This design comes from an exercise in tuning for small area and few clock cycles per item on the open sky130 flow, not from production work.
In this exercise RTL edits were held to simulation tests only and were not proved equivalent to the original.
Power is estimated from default activity; no workload was simulated.

==> flow/design.v (outline; a module is shown in full before it is edited, if it fits) <==
// module dot_fa: 10 lines
// module dot_aoi: 8 lines
// module dot_oai: 8 lines
// module dot_andn_pp: 7 lines
// module dot_bsel_pppn: 9 lines
// module dot_bsel_pppp: 9 lines
// module dot_bsign_ppp: 8 lines
// module dot_fc1_nn: 7 lines
// module dot_fc1_np: 7 lines
// module dot_fs1_nn: 7 lines
// module dot_fs1_np: 7 lines
// module dot_gn_pp: 7 lines
// module dot_hc_nn: 7 lines
// module dot_hc_pp: 7 lines
// module dot_hs_nn: 7 lines
// module dot_hs_np: 7 lines
// module dot_nneg_ppp: 8 lines
// module dot_pn_pp: 7 lines
// module dot_xor_pn: 7 lines
// module dot_xor_pp: 7 lines
// module dot_top: 598 lines
module dot_top (
    input  logic        clk,
    input  logic        rst,
    input  dot_pkg::sample_vec_t a_data,
    input  logic        a_last,
    input  logic        a_valid,
    output logic        a_ready,
    input  dot_pkg::sample_vec_t b_data,
    input  logic        b_valid,
    output logic        b_ready,
    output dot_pkg::sum_t        out_data,
    output logic        out_last,
    output logic        out_valid,
    input  logic        out_ready
);
  // ...
==> flow/flow/run.sh <==
#!/bin/bash
# The standard layout (the standard.sh, all of it), with two changes:
# the port buffers are the smallest buffer cell, and before floorplanning
# every combinational cell is set to its smallest drive strength
# (flow/downsize.tcl); the flow's repair steps size cells up where timing
# needs it. Every tool's output is in standard.log here and in ORFS's own
# logs under orfs/logs.
set -e
export BUFFER_PORTS_ARGS="-buffer_cell sky130_fd_sc_hd__buf_1"
export PRE_FLOORPLAN_TCL="$PWD/flow/downsize.tcl"
bash standard.sh > standard.log 2>&1
==> flow/flow/downsize.tcl <==
# Run before floorplanning (PRE_FLOORPLAN_TCL): put every combinational cell
# in the smallest drive strength of its footprint. Floorplanning's timing
# repair and the later repair steps size up again where timing needs it.
set db [ord::get_db]
set block [ord::get_db_block]
set dont_use [split $::env(DONT_USE_CELLS)]
set swapped 0
foreach inst [$block getInsts] {
  set m [$inst getMaster]
  if { [$m isSequential] } { continue }
  set name [$m getName]
  if { ![regexp {^(sky130_fd_sc_hd__[a-z0-9]+)_([0-9]+)$} $name -> base drive] } { continue }
  set best $m
  foreach d {0 1 2} {
    set cand [$db findMaster ${base}_$d]
    if { $cand eq "NULL" } { continue }
    if { [lsearch -exact $dont_use ${base}_$d] >= 0 } { continue }
    if { [$cand getWidth] < [$best getWidth] } { set best $cand }
  }
  if { $best ne $m } {
    $inst swapMaster $best
    incr swapped
  }
}
puts "downsize.tcl: swapped $swapped cells to a smaller drive strength"
==> flow/standard.sh <==
#!/bin/bash
# synth_recipe.tcl (not shown) runs the flow's synth.tcl, then flattens the netlist and writes it again
# the make line also repeats each setting of config.mk as NAME=value (left out here)
make -C /OpenROAD-flow-scripts/flow DESIGN_CONFIG=/design/flow/config.mk WORK_HOME=/design/flow/orfs CLKGATE_MAP_FILE= SYNTH_SCRIPT=/design/flow/synth_recipe.tcl "${@:-finish}"
==> flow/config.mk <==
export PLATFORM = sky130hd
export DESIGN_NAME = dot_top
export DESIGN_NICKNAME = dot_top
export VERILOG_FILES = /design/flow/design.v
export SDC_FILE = /design/flow/constraint.sdc
export NUM_CORES = 4
export LEC_CHECK = 0
export CAP_MARGIN = 20
export CORE_MARGIN = 2
export CORE_UTILIZATION = 40
export SLEW_MARGIN = 20
export SYNTH_HIERARCHICAL = 1
export SYNTH_MINIMUM_KEEP_SIZE = 0
==> flow/constraint.sdc <==
create_clock -name core_clock -period 5.5 [get_ports {clk}]
set_input_delay 1.1000 -clock core_clock [delete_from_list [all_inputs] [get_ports {clk}]]
set_output_delay 1.1000 -clock core_clock [all_outputs]
set_load 0.01 [all_outputs]
==> run summary, run 1 <==
WL met1=7368 um; Largest Pwr Group=combinational cells; crit-path most repeated cell=fa_1; status=complete, no violations; largest net degree at the start of global routing=27; area occupied by multi-input gates=5609 sq um; hold depth=2; Max Slew Vio Count=0; CP Data Required Time=5.48 ns; htree depth=1; worst-margin pin slew=0.6378 ns; combinational share of power=0.814; final setup TNS=0 ns; die area=17,310 sq um; most common cell after layout, fill and taps aside=a22oi_1; maximum clock frequency=199.5 MHz; Crit Path Class=in2reg; initial antenna violation count=0; count of plain and timing-repair buffers=115; RR Startpoint=out_valid; metal3 WL=716 um; pre-CTS setup slack=0.1872 ns; Synth Instances=584; Leakage=2.479 nW; layout cells sized above 1=0.04790; final antenna-violating net count=0; Nets=880; core area=15,890 sq um; max_slew headroom=0.5739; power density cells=577.1 nW/um^2; TritonCTS clock tree=built; Reg area=800.8 sq um; Pint=2.216 mW; vias per cell=5.371; DP Wirelength=15,200 um; hold path start=out_valid; clock root buffer=clkbuf_16; Post-CTS Setup Repair Bufs=0; Hold Vio Cnt, Final=0; first-pass GRT wire length=27,020 um; Critical Path Max Stage Delay=0.53 ns; Data buffer area share=0.07307; CP Cell Sequence=buf_1, a21bo_1, xnor2_1, a22oi_1, fa_1, fa_1, fa_1, fa_1, fa_1, fa_1
Testbench counts, summed over its fixed seeds: cycles 16,008, items 16,000.
==> run 2, diff against run 1 <==
--- a/flow/config.mk
+++ b/flow/config.mk
@@ -8,6 +8,7 @@
 export CAP_MARGIN = 20
 export CORE_MARGIN = 2
 export CORE_UTILIZATION = 40
+export GPL_TIMING_DRIVEN = 0
 export SLEW_MARGIN = 20
 export SYNTH_HIERARCHICAL = 1
 export SYNTH_MINIMUM_KEEP_SIZE = 0
==> run summary, run 2 <==
status=complete, no violations (unchanged); post-route cell area=7251 sq um (was 7346 sq um); most common cell after layout, fill and taps aside=a22oi_1 (unchanged); htree depth=1 (unchanged); GRT Total Usage=0.1895 (was 0.1985); layout cells sized above 1=0.02074 (was 0.04790); vias per cell=5.328 (was 5.371); post-synthesis net count=774 (unchanged); Crit Path Class=in2reg (unchanged); max_cap viols=0 (unchanged); initial antenna violation count=0 (unchanged); dpl cell area=7107 sq um (was 7264 sq um); PortBufs=87 (unchanged); Post-CTS Setup Repair Bufs=0 (unchanged); drt wl/cell=18.24 um (was 18.62 um); grt ovf=0 (unchanged); Synthesis Warnings=7 (unchanged); Final Setup Violations=0 (unchanged); max_slew headroom=0.3036 (was 0.5739); worst skew pair latency=0.26 ns (about the same); floorplan row count=46 (unchanged); core area=15,890 sq um (unchanged); clock skew=0.001614 ns (was 0.001692 ns); Starting Density=0.4098 (unchanged); Leakage=2.376 nW (was 2.479 nW); clock slew at reported path FFs=0.06 ns (about the same); min Tclk post-route=5.306 ns (was 5.013 ns); final antenna-violating net count=0 (unchanged); Hold Path Class=reg2reg (unchanged); drt first-iter violations=304 (was 319); hold slack=0.5373 ns (was 0.5313 ns); endpoint type of the worst setup path=flop (unchanged); I/O pins=88 (unchanged); most frequent cells in the layout=a22oi_1 (128), fa_1 (119), xnor2_1 (107), buf_1 (98), xor2_1 (75) (was a22oi_1 (128), fa_1 (119), xnor2_1 (107), buf_1 (87), xor2_1 (81)); area occupied by multi-input gates=5669 sq um (was 5609 sq um); TritonRoute pass-1 iters=5 (unchanged); Finished Layout Cells=891 (was 905); Filler cells=1,592 (was 1,536); largest net degree at the start of global routing=27 (unchanged); Nets=866 (was 880); RePlAce Congestion=0.8772 (was 0.9223); TritonCTS clock tree=built (unchanged); worst-margin pin slew=1.045 ns (was 0.6378 ns); Cells after DPL=887 (was 901); clock root buffer=clkbuf_16 (unchanged); Num CTS Buffers=3 (unchanged); first-pass GRT wire length=25,610 um (was 27,020 um); Post-route DRC=0 (unchanged); CTS Sinks=27 (unchanged); RSZ-0062 raised after global routing=no (unchanged); Synth Instances=584 (unchanged); CTS max path bufs=2 (unchanged); cts hold-fix bufs=0 (unchanged); vias in the first global route=4,843 (was 5,071); Reg2Reg Setup Slack=3.82 ns (was 4.14 ns); Setup crit start kind=primary input (unchanged); post-CTS sizing=5 (was 0); power density cells=598.7 nW/um^2 (was 577.1 nW/um^2); CP Data Required Time=5.48 ns (about the same); Reg area=800.8 sq um (unchanged); Die W=131.6 um (unchanged); die height=131.6 um (unchanged); Max IR drop VDD=0.0002592 V (was 0.0003096 V); die area=17,310 sq um (unchanged); CP max FO=13 (was 10); crit path DAT=5.29 ns (was 5.00 ns); Max Slew Vio Count=0 (unchanged); Hold Vio Cnt, Final=0 (unchanged); DP Wirelength=14,390 um (was 15,200 um); final wirelength=16,250 um (was 16,850 um); maximum clock frequency=188.5 MHz (was 199.5 MHz); final critical-path share of the clock period=0.9647 (was 0.9114); Antenna Cells=0 (unchanged); Vias=4,747 (was 4,861)
-- run 2: cell types whose count changed in the layout (fill, tap and decap cells not counted), sizes merged --
cell | previous run | this run
clkbuf | 3 | 6
buf | 115 | 99
clkinv | 1 | 0
-- run 2: worst paths after layout --
| path | start | end | cells after the start |
|---|---|---|---|
| max | b_data[25] | r9_0 | 10 |
| max reg2reg | out_valid | r0_0 | 2 |
| min | out_valid | out_valid | 2 |
| min reg2reg | out_valid | out_valid | 2 |
-- run 2: per-stage QoR --
step           total power, mW  setup TNS, ns  utilization  setup slack, ns
4_1_cts                  4.393              0       0.4543         0.005807
5_1_grt                  4.923              0       0.4564          0.02467
3_3_place_gp             4.142         -2.348       0.4474          -0.3391
3_5_place_dp             4.238         -3.362       0.4474          -0.3950
6_report                 4.341              0       0.4564           0.1940
2_1_floorplan            3.149              0            -           0.6055
-- run 2: cell type report --
class,instances,area share
multi-input cells,530,0.7819
flip-flops and latches,27,0.1104
repair buffers,87,0.04556
well taps,216,0.03727
clock buffers,4,0.01087
plain buffers,14,0.007248
inverters,13,0.006730
-- run 2: per-layer routing --
layer	vias up	wire, um	global-route usage
met1	2346	6977	0.2494
met3	13	638	0.01389
met4	0	248	0.03744
li1	2254	-	-
met5	-	0	0
met2	134	8383	0.3435
-- run 2: power by group --
part	switching (mW)	internal [mW]
Sequential	0.0516	0.577
Combinational	1.94	1.62
Clock	0.0582	0.0989
-- run 2: critical path, stage by stage --
cell,delay [ns]
buf_1,0.56
xor2_2,0.45
nor2b_2,0.18
o21a_1,0.25
fa_1,0.49
fa_1,0.41
fa_1,0.52
fa_1,0.43
fa_1,0.39
fa_1,0.50
==> run 3, diff against run 2 <==
--- a/flow/flow/run.sh
+++ b/flow/flow/run.sh
@@ -8,4 +8,5 @@
 set -e
 export BUFFER_PORTS_ARGS="-buffer_cell sky130_fd_sc_hd__buf_1"
 export PRE_FLOORPLAN_TCL="$PWD/flow/downsize.tcl"
+export GLOBAL_PLACEMENT_ARGS="-keep_resize_below_overflow 0"
 bash standard.sh > standard.log 2>&1
--- a/flow/config.mk
+++ b/flow/config.mk
@@ -8,7 +8,6 @@
 export CAP_MARGIN = 20
 export CORE_MARGIN = 2
 export CORE_UTILIZATION = 40
-export GPL_TIMING_DRIVEN = 0
 export SLEW_MARGIN = 20
 export SYNTH_HIERARCHICAL = 1
 export SYNTH_MINIMUM_KEEP_SIZE = 0
==> run summary, run 3 <==
post-synthesis net count=774 (unchanged); Max Slew Vio Count=0 (unchanged); DP Wirelength=14,870 um (was 14,390 um); Antenna Cells=0 (unchanged); final critical-path share of the clock period=0.9603 (was 0.9647); most frequent cells in the layout=a22oi_1 (128), fa_1 (119), xnor2_1 (107), buf_1 (84), xor2_1 (75) (was a22oi_1 (128), fa_1 (119), xnor2_1 (107), buf_1 (98), xor2_1 (75)); Nets=852 (was 866); Vias=4,756 (was 4,747); maximum clock frequency=189.3 MHz (was 188.5 MHz); I/O pins=88 (unchanged); met3 Use GR=0.01273 (was 0.01389); CTS Sinks=27 (unchanged); Synthesis Warnings=7 (unchanged); Num CTS Buffers=3 (unchanged); total power=4.258 mW (was 4.341 mW); Hold Vio Cnt, Final=0 (unchanged); CP Data Required Time=5.49 ns (was 5.48 ns); worst skew pair latency=0.25 ns (was 0.26 ns); final antenna-violating net count=0 (unchanged); Final Setup Violations=0 (unchanged); clock slew at reported path FFs=0.06 ns (about the same); worst-margin pin slew=0.7513 ns (was 1.045 ns); Die W=131.6 um (unchanged); die area=17,310 sq um (unchanged); Cells after DPL=873 (was 887); GRT Total Usage=0.1964 (was 0.1895); final wirelength=16,730 um (was 16,250 um); Setup crit start kind=primary input (unchanged); PortBufs=87 (unchanged); power density cells=592.3 nW/um^2 (was 598.7 nW/um^2); max_cap viols=0 (unchanged); max_slew headroom=0.4974 (was 0.3036); Post-CTS Setup Repair Bufs=0 (unchanged); M1 GR Usage=0.2615 (was 0.2494); grt ovf=0 (unchanged); largest net degree at the start of global routing=27 (unchanged); clock skew=0.002815 ns (was 0.001614 ns); htree depth=1 (unchanged); Leakage=2.357 nW (was 2.376 nW); initial antenna violation count=0 (unchanged); CP max FO=10 (was 13); Hold Path Class=reg2reg (unchanged); min Tclk post-route=5.282 ns (was 5.306 ns); Max IR drop VDD=0.0002560 V (was 0.0002592 V); status=complete, no violations (unchanged); crit path DAT=5.27 ns (was 5.29 ns); Crit Path Class=in2reg (unchanged); GRT busiest layer=met2 (unchanged); vias in the first global route=5,081 (was 4,843); floorplan row count=46 (unchanged); endpoint type of the worst setup path=flop (unchanged); vias per cell=5.423 (was 5.328); first-pass GRT wire length=26,820 um (was 25,610 um); CTS max path bufs=2 (unchanged); hold slack=0.5367 ns (was 0.5373 ns); Starting Density=0.4098 (unchanged); core area=15,890 sq um (unchanged); most common cell after layout, fill and taps aside=a22oi_1 (unchanged); Synth Instances=584 (unchanged); layout cells sized above 1=0.02269 (was 0.02074); die height=131.6 um (unchanged); RSZ-0062 raised after global routing=no (unchanged); TritonCTS clock tree=built (unchanged); Finished Layout Cells=877 (was 891); drt first-iter violations=310 (was 304); clock root buffer=clkbuf_16 (unchanged); Post-route DRC=0 (unchanged); drt wl/cell=19.08 um (was 18.24 um); M2 GR Usage=0.3470 (was 0.3435); TritonRoute pass-1 iters=5 (unchanged); RePlAce Congestion=0.9256 (was 0.8772)
[run 3: final timing paths]
| check | startpoint | slack, ns | cells past startpoint | endpoint |
|---|---|---|---|---|
| hold reg to reg | out_valid | 0.54 | 2 | out_valid |
| hold / removal | out_valid | 0.54 | 2 | out_valid |
| setup reg to reg | out_valid | 4.15 | 2 | r1_0 |
| setup / recovery | b_data[11] | 0.22 | 10 | r5_1 |
[run 3: metrics by stage]
step / util / setup WS [ns] / TNS [ns] / instance area [sq um]
finish: 0.4525 / 0.2182 / 0 / 7188
floorplan: - / 0.6055 / 0 / 6510
CTS: 0.4511 / 0.03111 / 0 / 7166
global placement: 0.4441 / -0.3590 / -2.575 / 7054
detailed placement: 0.4441 / -0.4610 / -4.099 / 7054
global route: 0.4525 / 0.01416 / 0 / 7188
[run 3: what timing repair did]
action	4_1_cts	5_1_grt
setup endpoints to repair	9	10
hold buffers	0	0
pin swaps	0	0
gates resized for setup	6	5
[run 3: report_power, final]
| part | internal, mW | switching (mW) |
|---|---|---|
| Sequential | 0.576 | 0.0522 |
| Clock | 0.0989 | 0.0581 |
| Combinational | 1.54 | 1.93 |
| Total | 2.22 | 2.04 |
[run 3: layout make-up]
cell class                      count  area [sq um]
Sequential cell                    27         800.8
Tap cell                          216         270.3
Fill cell                        1547          8697
Inverter                           13         48.80
Multi-Input combinational cell    530          5659
Timing Repair Buffer               87         330.3
Clock buffer                        4         78.83
[run 3: per-layer routing]
metal	share of wire	up-vias
met2	0.50	137
met3	0.039	23
li1	-	2223
met1	0.43	2373
met5	0	-
met4	0.029	0
[run 3: critical path, cell delays in order]
cell     delay (ns)
buf_1          0.17
xor2_1         0.63
nor2b_1        0.33
a22oi_1        0.30
fa_1           0.49
fa_1           0.48
fa_1           0.44
fa_1           0.40
fa_1           0.51
fa_1           0.42
==> run 4, diff against run 3 <==
--- a/flow/flow/run.sh
+++ b/flow/flow/run.sh
@@ -9,4 +9,5 @@
 export BUFFER_PORTS_ARGS="-buffer_cell sky130_fd_sc_hd__buf_1"
 export PRE_FLOORPLAN_TCL="$PWD/flow/downsize.tcl"
 export GLOBAL_PLACEMENT_ARGS="-keep_resize_below_overflow 0"
+export CTS_ARGS="-sink_clustering_enable -repair_clock_nets -root_buf sky130_fd_sc_hd__clkbuf_8 -buf_list sky130_fd_sc_hd__clkbuf_8 -dont_use_dummy_load -sink_clustering_size 40 -sink_clustering_max_diameter 300"
 bash standard.sh > standard.log 2>&1
==> run summary, run 4 <==
I/O pins=88 (unchanged); combinational share of power=0.826 (was 0.815); crit path DAT=5.30 ns (was 5.27 ns); CTS Sinks=27 (unchanged); Reg2Reg Setup Slack=4.15 ns (about the same); CP Cell Sequence=buf_1, xor2_1, nor2b_1, a22oi_1, fa_1, fa_1, fa_1, fa_1, fa_1, fa_1 (unchanged); Hold Vio Cnt, Final=0 (unchanged); grt ovf=0 (unchanged); Starting Density=0.4098 (unchanged); Post-CTS Setup Repair Bufs=0 (unchanged); max_cap viols=0 (unchanged); Synthesis Warnings=7 (unchanged); power density cells=584.5 nW/um^2 (was 592.3 nW/um^2); most frequent cells in the layout=a22oi_1 (128), fa_1 (119), xnor2_1 (107), buf_1 (84), xor2_1 (75) (unchanged); final antenna-violating net count=0 (unchanged); worst skew pair latency=0.26 ns (was 0.25 ns); switching power=2.023 mW (was 2.042 mW); most common cell after layout, fill and taps aside=a22oi_1 (unchanged); final critical-path share of the clock period=0.9635 (was 0.9603); first-pass GRT wire length=26,590 um (was 26,820 um); Die W=131.6 um (unchanged); crit-path most repeated cell=fa_1 (unchanged); GRT Total Usage=0.1957 (was 0.1964); worst-margin pin slew=0.7572 ns (was 0.7513 ns); slowest CP cell=xor2_1 (unchanged); post-synthesis net count=774 (unchanged); cts hold-fix bufs=0 (unchanged); sequential share of power=0.150 (was 0.148); RePlAce Congestion=0.9256 (unchanged); CP max FO=10 (unchanged); Setup crit start kind=primary input (unchanged); final wirelength=16,700 um (was 16,730 um); Nets=852 (unchanged); maximum clock frequency=188.7 MHz (was 189.3 MHz); Pint=2.158 mW (was 2.215 mW); Final Setup Violations=0 (unchanged); max_slew headroom=0.4952 (was 0.4974); drt wl/cell=19.06 um (was 19.08 um); hold depth=2 (unchanged); largest net degree at the start of global routing=27 (unchanged); clock slew at reported path FFs=0.08 ns (was 0.06 ns); min Tclk post-route=5.299 ns (was 5.282 ns); Final Util=0.4503 (was 0.4525); Sw Ratio=0.4838 (was 0.4797); Vias=4,755 (was 4,756); Critical Path Max Stage Delay=0.63 ns (about the same); Leakage=2.342 nW (was 2.357 nW); status=complete, no violations (unchanged); DP Wirelength=14,870 um (unchanged); endpoint type of the worst setup path=flop (unchanged); vias in the first global route=5,051 (was 5,081); RR Startpoint=out_valid (unchanged); RSZ-0062 raised after global routing=no (unchanged); initial antenna violation count=0 (unchanged); clock skew=0.005359 ns (was 0.002815 ns); Antenna Cells=0 (unchanged); Hold Crit Endpoint=out_valid (unchanged); Crit Path Class=in2reg (unchanged); die area=17,310 sq um (unchanged); PortBufs=87 (unchanged); CP Data Required Time=5.50 ns (was 5.49 ns); Max Slew Vio Count=0 (unchanged); FF-to-FF End=r1_0 (unchanged); drt first-iter violations=353 (was 310); Clk pwr share=0.024 (was 0.037); hold slack=0.5395 ns (was 0.5367 ns); Post-route DRC=0 (unchanged); core area=15,890 sq um (unchanged); layout cells sized above 1=0.02424 (was 0.02269); clock root buffer=clkbuf_8 (was clkbuf_16); hold path start=out_valid (unchanged); post-route cell area=7153 sq um (was 7188 sq um); floorplan row count=46 (unchanged); Synth Instances=584 (unchanged); vias per cell=5.428 (was 5.423); Hold Path Class=reg2reg (unchanged); Num CTS Buffers=3 (unchanged); die height=131.6 um (unchanged); Reg2Reg Depth=2 (unchanged); CTS max path bufs=2 (unchanged); TritonCTS clock tree=built (unchanged); dpl cell area=7054 sq um (unchanged); Max IR drop VDD=0.0002544 V (was 0.0002560 V); TritonRoute pass-1 iters=5 (unchanged); htree depth=1 (unchanged); final setup TNS=0 ns (unchanged)
run 4: area by class of cell:
type	instances	area (sq um)
sequential	27	800.8
tap	216	270.3
timing repair buffer	87	330.3
fill	1548	8732
inverter	13	48.80
clock buffer	3	41.29
multi-input combinational	530	5662
run 4: worst max-delay path by stage:
| stage | slack, ns | startpoint | endpoint | cells past startpoint |
|---|---|---|---|---|
| 2_1_floorplan | 0.61 | b_data[1] | r6_1 | 9 |
| 3_3_place_gp | -0.36 | b_data[1] | r9_0 | 10 |
| 3_5_place_dp | -0.46 | b_data[9] | r5_1 | 10 |
| 4_1_cts | 0.06 | b_data[17] | r6_1 | 10 |
| 5_1_grt | 0.03 | b_data[11] | r5_1 | 10 |
| 6_report | 0.20 | b_data[11] | r5_1 | 10 |
run 4: power groups by stage:
stage / Combinational, mW / Sequential, mW / Clock, mW
floorplan: 2.52 / 0.625 / 0
global placement: 3.31 / 0.633 / 0
detailed placement: 3.50 / 0.635 / 0
CTS: 3.50 / 0.630 / 0.104
global route: 3.95 / 0.640 / 0.112
finish: 3.45 / 0.627 / 0.0989
run 4: critical path: cells and delay by family:
family,cells,cell delay [ns]
AO/OA/AOI/OAI,1,0.31
XOR/XNOR,1,0.63
adder cells (fa/ha/maj),6,2.75
buffers and inverters,1,0.17
AND/OR/NAND/NOR,1,0.33
run 4: stage by stage:
stage          total power [mW]  std cells  setup WS (ns)
2_1_floorplan             3.149        584         0.6055
3_3_place_gp              3.944        873        -0.3590
3_5_place_dp              4.137        873        -0.4610
4_1_cts                   4.239        876        0.06394
5_1_grt                   4.699        876        0.02887
6_report                  4.181        876         0.2007
run 4: what timing repair did:
item | 4_1_cts | 5_1_grt
endpoints found under the setup margin | 9 | 9
gates resized for setup | 6 | 6
pin swaps | 0 | 0
run 4: layer usage:
layer / up-vias / global-route usage / routed length, um
met5: - / 0 / 0
met4: 0 / 0.05737 / 459
met3: 20 / 0.01659 / 653
met2: 140 / 0.3444 / 8439
met1: 2370 / 0.2576 / 7146
li1: 2225 / - / -
==> run 5, diff against run 4 <==
--- a/flow/flow/run.sh
+++ b/flow/flow/run.sh
@@ -9,5 +9,6 @@
 export BUFFER_PORTS_ARGS="-buffer_cell sky130_fd_sc_hd__buf_1"
 export PRE_FLOORPLAN_TCL="$PWD/flow/downsize.tcl"
 export GLOBAL_PLACEMENT_ARGS="-keep_resize_below_overflow 0"
-export CTS_ARGS="-sink_clustering_enable -repair_clock_nets -root_buf sky130_fd_sc_hd__clkbuf_8 -buf_list sky130_fd_sc_hd__clkbuf_8 -dont_use_dummy_load -sink_clustering_size 40 -sink_clustering_max_diameter 300"
+export CTS_ARGS="-sink_clustering_enable -repair_clock_nets -root_buf sky130_fd_sc_hd__clkbuf_8 -buf_list sky130_fd_sc_hd__clkbuf_8 -dont_use_dummy_load"
+export RECOVER_POWER=100
 bash standard.sh > standard.log 2>&1
==> run summary, run 5 <==
status=complete, no violations (unchanged); cts hold-fix bufs=0 (unchanged); first-pass GRT wire length=26,590 um (unchanged); final antenna-violating net count=0 (unchanged); TritonRoute pass-1 iters=5 (unchanged); endpoint type of the worst setup path=flop (unchanged); CP Data Required Time=5.50 ns (about the same); crit path DAT=5.29 ns (was 5.30 ns); htree depth=1 (unchanged); CTS Sinks=27 (unchanged); Num CTS Buffers=3 (unchanged); TritonCTS clock tree=built (unchanged); Starting Density=0.4098 (unchanged); GRT Total Usage=0.1957 (unchanged); post-synthesis net count=774 (unchanged); power density cells=582.6 nW/um^2 (was 584.5 nW/um^2); PortBufs=87 (unchanged); most frequent cells in the layout=a22oi_1 (128), fa_1 (119), xnor2_1 (107), buf_1 (83), xor2_1 (75) (was a22oi_1 (128), fa_1 (119), xnor2_1 (107), buf_1 (84), xor2_1 (75)); Antenna Cells=0 (unchanged); final wirelength=16,700 um (about the same); min Tclk post-route=5.296 ns (was 5.299 ns); RSZ-0062 raised after global routing=no (unchanged); Max IR drop VDD=0.0002519 V (was 0.0002544 V); Hold Vio Cnt, Final=0 (unchanged); I/O pins=88 (unchanged); Hold Path Class=reg2reg (unchanged); Setup crit start kind=primary input (unchanged); maximum clock frequency=188.8 MHz (was 188.7 MHz); Post-route DRC=0 (unchanged); layout cells sized above 1=0.02273 (was 0.02424); clock slew at reported path FFs=0.08 ns (about the same); RePlAce Congestion=0.9256 (unchanged); Final Util=0.4502 (was 0.4503); drt wl/cell=19.07 um (was 19.06 um); floorplan row count=46 (unchanged); Reg2Reg Setup Slack=3.82 ns (was 4.15 ns); vias in the first global route=5,051 (unchanged); Synth Instances=584 (unchanged); worst skew pair latency=0.26 ns (about the same); die area=17,310 sq um (unchanged); Vias=4,751 (was 4,755); worst-margin pin slew=1.044 ns (was 0.7572 ns); Leakage=2.342 nW (about the same); DP Wirelength=14,870 um (unchanged); Synthesis Warnings=7 (unchanged); Filler cells=1,549 (was 1,548); max_slew headroom=0.3041 (was 0.4952); Reg2Reg Depth=2 (unchanged); Max Slew Vio Count=0 (unchanged); RR Startpoint=out_valid (unchanged); Final Setup Violations=0 (unchanged); core area=15,890 sq um (unchanged); Die W=131.6 um (unchanged); Crit Path Class=in2reg (unchanged); Nets=852 (unchanged); grt ovf=0 (unchanged); vias per cell=5.424 (was 5.428); drt first-iter violations=353 (unchanged); most common cell after layout, fill and taps aside=a22oi_1 (unchanged); Reg area=800.8 sq um (unchanged); Setup crit end=r5_1 (unchanged); die height=131.6 um (unchanged); largest net degree at the start of global routing=27 (unchanged); CTS max path bufs=2 (unchanged); clock skew=0.005359 ns (about the same); hold slack=0.5395 ns (about the same); CP startpoint=b_data[11] (unchanged); initial antenna violation count=0 (unchanged); final critical-path share of the clock period=0.9629 (was 0.9635); max_cap viols=0 (unchanged); FF-to-FF End=r1_0 (unchanged); CP max FO=10 (unchanged); dpl cell area=7054 sq um (unchanged); post-route cell area=7152 sq um (was 7153 sq um); clock root buffer=clkbuf_8 (unchanged); area occupied by multi-input gates=5660 sq um (was 5662 sq um)
==> run 5: changes by cell type in the layout (fill, tap and decap cells not counted) <==
cell      before  now
buf_1         84   83
o21ai_0        0    5
clkbuf_1       0    1
and3_2         1    0
and3_1         0    1
o21ai_1        5    0
==> run 5: area by class of cell <==
cell class / count / area share
Inverter: 13 / 0.006823
Tap cell: 216 / 0.03779
Clock buffer: 3 / 0.005773
Timing Repair Buffer: 87 / 0.04619
Sequential cell: 27 / 0.1120
Multi-Input combinational cell: 530 / 0.7915
==> run 5: through the flow <==
stage,TNS [ns],setup WS (ns),instances,power (mW)
4_1_cts,0,0.06394,876,4.239
3_5_place_dp,-4.099,-0.4610,873,4.137
2_1_floorplan,0,0.6055,584,3.149
5_1_grt,0,0.02887,876,4.687
3_3_place_gp,-2.575,-0.3590,873,3.944
6_report,0,0.2040,876,4.167
==> run 5: worst min path at each step <==
stage / start / to / cells after the start
2_1_floorplan: out_valid / out_valid / 2
3_3_place_gp: out_valid / out_valid / 2
3_5_place_dp: out_valid / out_valid / 2
4_1_cts: out_valid / out_valid / 2
5_1_grt: out_valid / out_valid / 2
6_report: out_valid / out_valid / 2
==> run 5: metal layers <==
layer | GRT usage | share of wire | wire length, um
met5 | 0 | 0 | 0
met4 | 0.05737 | 0.027 | 456
met3 | 0.01659 | 0.040 | 671
met2 | 0.3444 | 0.50 | 8432
met1 | 0.2576 | 0.43 | 7142
==> run 5: worst max-delay path, cell delays in order <==
cell     delay (ns)
buf_1          0.17
xor2_1         0.63
nor2b_1        0.33
a22oi_1        0.31
fa_1           0.49
fa_1           0.48
fa_1           0.44
fa_1           0.40
fa_1           0.52
fa_1           0.42
==> run 5: what timing repair did <==
item / in CTS / in global routing
endpoints found under the setup margin: 9 / 9
resized for setup: 6 / 6
gates cloned: 0 / 0
setup buffers: 0 / 0
==> run 5: power by group <==
group | switching [mW] | internal, mW | leakage, nW | total (mW)
clock network | 0.0501 | 0.0488 | 0.0216 | 0.0989
logic | 1.91 | 1.53 | 2.07 | 3.44
registers | 0.0513 | 0.576 | 0.250 | 0.627
total | 2.01 | 2.15 | 2.34 | 4.17
==> run 6, diff against run 5 <==
--- a/flow/flow/run.sh
+++ b/flow/flow/run.sh
@@ -10,5 +10,4 @@
 export PRE_FLOORPLAN_TCL="$PWD/flow/downsize.tcl"
 export GLOBAL_PLACEMENT_ARGS="-keep_resize_below_overflow 0"
 export CTS_ARGS="-sink_clustering_enable -repair_clock_nets -root_buf sky130_fd_sc_hd__clkbuf_8 -buf_list sky130_fd_sc_hd__clkbuf_8 -dont_use_dummy_load"
-export RECOVER_POWER=100
 bash standard.sh > standard.log 2>&1
==> run summary, run 6 <==
Post-CTS Setup Repair Bufs=0 (unchanged); vias per cell=5.428 (was 5.424); initial antenna violation count=0 (unchanged); CTS max path bufs=2 (unchanged); endpoint type of the worst setup path=flop (unchanged); vias in the first global route=5,051 (unchanged); I/O pins=88 (unchanged); pre-CTS setup slack=-0.4610 ns (unchanged); max_slew headroom=0.4952 (was 0.3041); Num CTS Buffers=3 (unchanged); largest net degree at the start of global routing=27 (unchanged); clock root buffer=clkbuf_8 (unchanged); Max Slew Vio Count=0 (unchanged); Synth Instances=584 (unchanged); GRT Total Usage=0.1957 (unchanged); power density cells=584.5 nW/um^2 (was 582.6 nW/um^2); DP Wirelength=14,870 um (unchanged); Starting Density=0.4098 (unchanged); worst skew pair latency=0.26 ns (about the same); Antenna Cells=0 (unchanged); Hold Vio Cnt, Final=0 (unchanged); Filler cells=1,548 (was 1,549); Nets=852 (unchanged); Crit Path Class=in2reg (unchanged); drt first-iter violations=353 (unchanged); Final Util=0.4503 (was 0.4502); floorplan row count=46 (unchanged); crit path DAT=5.30 ns (was 5.29 ns); max_cap viols=0 (unchanged); Synthesis Warnings=7 (unchanged); most common cell after layout, fill and taps aside=a22oi_1 (unchanged); grt ovf=0 (unchanged); TritonRoute pass-1 iters=5 (unchanged); post-synthesis net count=774 (unchanged); Post-route DRC=0 (unchanged); layout cells sized above 1=0.02424 (was 0.02273); TritonCTS clock tree=built (unchanged); Hold Path Class=reg2reg (unchanged); post-route cell area=7153 sq um (was 7152 sq um); core area=15,890 sq um (unchanged); dpl cell area=7054 sq um (unchanged); first-pass GRT wire length=26,590 um (unchanged); Leakage=2.342 nW (about the same); total power=4.181 mW (was 4.167 mW); Vias=4,755 (was 4,751); Final Setup Violations=0 (unchanged); Finished Layout Cells=876 (unchanged); Die W=131.6 um (unchanged); CTS Sinks=27 (unchanged); final antenna-violating net count=0 (unchanged); Max IR drop VDD=0.0002544 V (was 0.0002519 V); status=complete, no violations (unchanged); maximum clock frequency=188.7 MHz (was 188.8 MHz); CP Data Required Time=5.50 ns (about the same); RSZ-0062 raised after global routing=no (unchanged); Cells after DPL=873 (unchanged); CP max FO=10 (unchanged); post-route worst setup slack=0.2007 ns (was 0.2040 ns); PortBufs=87 (unchanged); clock slew at reported path FFs=0.08 ns (about the same); min Tclk post-route=5.299 ns (was 5.296 ns); die height=131.6 um (unchanged); die area=17,310 sq um (unchanged); drt wl/cell=19.06 um (was 19.07 um); Setup crit start kind=primary input (unchanged); final wirelength=16,700 um (about the same); worst-margin pin slew=0.7572 ns (was 1.044 ns); final critical-path share of the clock period=0.9635 (was 0.9629); clock skew=0.005359 ns (about the same); most frequent cells in the layout=a22oi_1 (128), fa_1 (119), xnor2_1 (107), buf_1 (84), xor2_1 (75) (was a22oi_1 (128), fa_1 (119), xnor2_1 (107), buf_1 (83), xor2_1 (75)); RePlAce Congestion=0.9256 (unchanged); htree depth=1 (unchanged)
[run 6: changes by cell type in the layout (fill, tap and decap cells not counted)]
cell,delta
o21ai_0,-5
o21ai_1,+5
and3_1,-1
and3_2,+1
buf_1,+1
clkbuf_1,-1
[run 6: path summary, 6_finish.rpt]
check,end,slack (ns),start,depth (start not counted)
max reg2reg,r1_0,4.15,out_valid,2
min reg2reg,out_valid,0.54,out_valid,2
min,out_valid,0.54,out_valid,2
max,r5_1,0.20,b_data[11],10
[run 6: area by class of cell]
cell class	instances	area, sq um	share of cell area
inverters	13	48.80	0.006822
flip-flops and latches	27	800.8	0.1119
multi-input cells	530	5662	0.7915
well taps	216	270.3	0.03778
repair buffers	87	330.3	0.04618
clock buffers	3	41.29	0.005772
[run 6: metrics by stage]
stage | setup TNS [ns] | hold slack (ns)
after floorplan | 0 | 0.5293
after detailed placement | -4.099 | 0.5246
after global placement | -2.575 | 0.5021
final | 0 | 0.5395
after global routing | 0 | 0.5775
after CTS | 0 | 0.5367
[run 6: power by group]
part           total (mW)  switching [mW]  internal [mW]
registers           0.627          0.0513          0.576
clock network      0.0989          0.0501         0.0488
logic                3.45            1.92           1.53
total                4.18            2.02           2.16
[run 6: worst max-delay path, stage by stage]
cell and delay, ns:
buf_1 0.17, xor2_1 0.63, nor2b_1 0.33, a22oi_1 0.31
fa_1 0.49, fa_1 0.48, fa_1 0.44, fa_1 0.40
fa_1 0.52, fa_1 0.42
[run 6: layer usage]
metal  up-vias  GRT usage  part of all wire
met5         -          0                 0
met4         0    0.05737             0.027
met3        20    0.01659             0.039
met2       140     0.3444              0.51
met1      2370     0.2576              0.43
li1       2225          -                 -
[run 6: timing repair]
action | in CTS | in global routing
endpoints found under the setup margin | 9 | 9
pin swaps | 0 | 0
gates resized for setup | 6 | 6
hold buffers | 0 | 0
hold endpoints to repair | 0 | 0
==> run 7, diff against run 6 <==
--- a/flow/config.mk
+++ b/flow/config.mk
@@ -7,7 +7,7 @@
 export LEC_CHECK = 0
 export CAP_MARGIN = 20
 export CORE_MARGIN = 2
-export CORE_UTILIZATION = 40
+export CORE_UTILIZATION = 60
 export SLEW_MARGIN = 20
 export SYNTH_HIERARCHICAL = 1
 export SYNTH_MINIMUM_KEEP_SIZE = 0
==> run summary, run 7 <==
status=complete, no violations (unchanged); Critical Path Max Stage Delay=0.56 ns (was 0.63 ns); CTS Sinks=27 (unchanged); most common cell after layout, fill and taps aside=a22oi_1 (unchanged); Filler cells=877 (was 1,548); Synthesis Warnings=7 (unchanged); DP Wirelength=13,880 um (was 14,870 um); Post-CTS Setup Repair Bufs=0 (unchanged); Nets=852 (unchanged); dpl cell area=6959 sq um (was 7054 sq um); slowest CP cell=buf_1 (was xor2_1); final antenna-violating net count=0 (unchanged); Antenna Cells=0 (unchanged); crit-path most repeated cell=fa_1 (unchanged); worst-margin pin slew=0.7646 ns (was 0.7572 ns); Final Setup Violations=0 (unchanged); most frequent cells in the layout=a22oi_1 (128), fa_1 (119), xnor2_1 (107), buf_1 (84), xor2_1 (76) (was a22oi_1 (128), fa_1 (119), xnor2_1 (107), buf_1 (84), xor2_1 (75)); RSZ-0062 raised after global routing=no (unchanged); post-synthesis net count=774 (unchanged); Reg area=800.8 sq um (unchanged); TritonRoute pass-1 iters=6 (was 5); clock root buffer=clkbuf_8 (unchanged); drt wl/cell=19.84 um (was 19.06 um); largest net degree at the start of global routing=27 (unchanged); Crit Path Class=in2reg (unchanged); post-route cell area=7046 sq um (was 7153 sq um); Synth Instances=584 (unchanged); Num CTS Buffers=3 (unchanged); die height=108.2 um (was 131.6 um); cts hold-fix bufs=0 (unchanged); power density cells=591.6 nW/um^2 (was 584.5 nW/um^2); post-CTS sizing=4 (was 6); htree depth=1 (unchanged); CTS max path bufs=2 (unchanged); final wirelength=15,880 um (was 16,700 um); Max IR drop VDD=0.0005442 V (was 0.0002544 V); max_cap viols=0 (unchanged); Hold Path Class=reg2reg (unchanged); clock slew at reported path FFs=0.08 ns (about the same); Max Slew Vio Count=0 (unchanged); Die W=108.2 um (was 131.6 um); Post-route DRC=0 (unchanged); min Tclk post-route=5.270 ns (was 5.299 ns); core area=10,700 sq um (was 15,890 sq um); worst skew pair latency=0.26 ns (about the same); area occupied by multi-input gates=5649 sq um (was 5662 sq um); Leakage=2.338 nW (was 2.342 nW); CP max FO=13 (was 10); layout cells sized above 1=0.01970 (was 0.02424); max_slew headroom=0.4903 (was 0.4952); drt first-iter violations=314 (was 353); CP Cell Sequence=buf_1, xor2_2, nor2b_2, o21a_1, fa_1, fa_1, fa_1, fa_1, fa_1, fa_1 (was buf_1, xor2_1, nor2b_1, a22oi_1, fa_1, fa_1, fa_1, fa_1, fa_1, fa_1); TritonCTS clock tree=built (unchanged); Starting Density=0.6085 (was 0.4098); vias per cell=5.950 (was 5.428); PortBufs=87 (unchanged); crit path DAT=5.28 ns (was 5.30 ns); grt ovf=0 (unchanged); Setup crit start kind=primary input (unchanged); final critical-path share of the clock period=0.9582 (was 0.9635); I/O pins=88 (unchanged); maximum clock frequency=189.7 MHz (was 188.7 MHz); clock skew=0.001736 ns (was 0.005359 ns); initial antenna violation count=0 (unchanged); Final Util=0.6586 (was 0.4503); endpoint type of the worst setup path=flop (unchanged); vias in the first global route=4,766 (was 5,051); RePlAce Congestion=0.8972 (was 0.9256); first-pass GRT wire length=24,690 um (was 26,590 um); CP Data Required Time=5.51 ns (was 5.50 ns); Hold Vio Cnt, Final=0 (unchanged); die area=11,700 sq um (was 17,310 sq um); GRT Total Usage=0.2832 (was 0.1957); floorplan row count=38 (was 46); Vias=4,760 (was 4,755)
[run 7: cell count changes in the layout (fill, tap and decap cells not counted), sizes merged]
| cell | delta |
|---|---|
| buf | -1 |
| clkbuf | +1 |
[run 7: cell type report]
type / instances / share of cell area
Clock buffer: 3 / 0.005860
Inverter: 13 / 0.006926
Multi-Input combinational cell: 530 / 0.8018
Sequential cell: 27 / 0.1137
Tap cell: 140 / 0.02486
Timing Repair Buffer: 87 / 0.04688
[run 7: worst max-delay path, delay by kind of cell]
| kind | cells | cell delay, ns |
|---|---|---|
| compound gates | 1 | 0.25 |
| xor+xnor | 1 | 0.47 |
| fa+ha+maj | 6 | 2.70 |
| buf+inv | 1 | 0.56 |
| simple gates | 1 | 0.20 |
[run 7: routing by layer]
metal,track usage,part of all wire
met2,0.5000,0.50
met5,0,0
met3,0.01748,0.042
met4,0.05678,0.019
met1,0.3912,0.44
[run 7: worst paths after layout]
path | slack, ns | to | cells past startpoint | start
setup / recovery | 0.23 | r9_0 | 10 | b_data[25]
hold / removal | 0.54 | out_valid | 2 | out_valid
setup reg to reg | 4.13 | r6_0 | 2 | out_valid
hold reg to reg | 0.54 | out_valid | 2 | out_valid
[run 7: metrics by stage]
| step | setup WS [ns] | cells | TNS [ns] | hold WS [ns] | total power [mW] |
|---|---|---|---|---|---|
| after floorplan | 0.6055 | 584 | 0 | 0.5293 | 3.149 |
| after global placement | -0.2878 | 797 | -1.911 | 0.4960 | 3.939 |
| after detailed placement | -0.4212 | 797 | -3.378 | 0.5255 | 4.079 |
| after CTS | 0.002415 | 800 | 0 | 0.5369 | 4.179 |
| after global routing | 0.03273 | 800 | 0 | 0.5860 | 4.661 |
| final | 0.2297 | 800 | 0 | 0.5388 | 4.168 |
[run 7: power by group]
part	switching, mW	internal [mW]
registers	0.0535	0.576
logic	1.91	1.52
clock network	0.0536	0.0489

==> separate check: timing with driven ports <==
How much do the figures lean on ideal ports? The routed layouts below were timed once more, with nothing changed but the port constraints.
Step 1 assumes that a clkbuf_16 drives the clock port and a buf_2 every other input.
Step 2 times the ports against the registers' clock, not the clock port: input delays grow and output delays shrink by t, the midpoint of the rising clock arrivals with the driver on.
Slacks: ideal / step 1 / step 2; pairs: ideal / step 1.
| run | t, ns | slack for setup (ns) | pins driven straight from the clock port |
|---|---|---|---|
| run 1 | 0.287 | 0.487 / 0.492 / 0.205 | 1 |
| run 2 | 0.286 | 0.194 / 0.198 / -0.088 | 1 |
| run 3 | 0.286 | 0.218 / 0.227 / -0.060 | 1 |
| run 4 | 0.283 | 0.201 / 0.203 / -0.080 | 1 |
| run 5 | 0.283 | 0.204 / 0.207 / -0.076 | 1 |
| run 6 | 0.283 | 0.201 / 0.203 / -0.080 | 1 |
| run 7 | 0.288 | 0.230 / 0.228 / -0.061 | 1 |
With both steps, setup timing fails in 6 of these runs, where it was met with ideal ports. For run 7, which loses most, drivers alone change the setup slack by -0.002 ns; drivers and shift together by -0.291 ns.
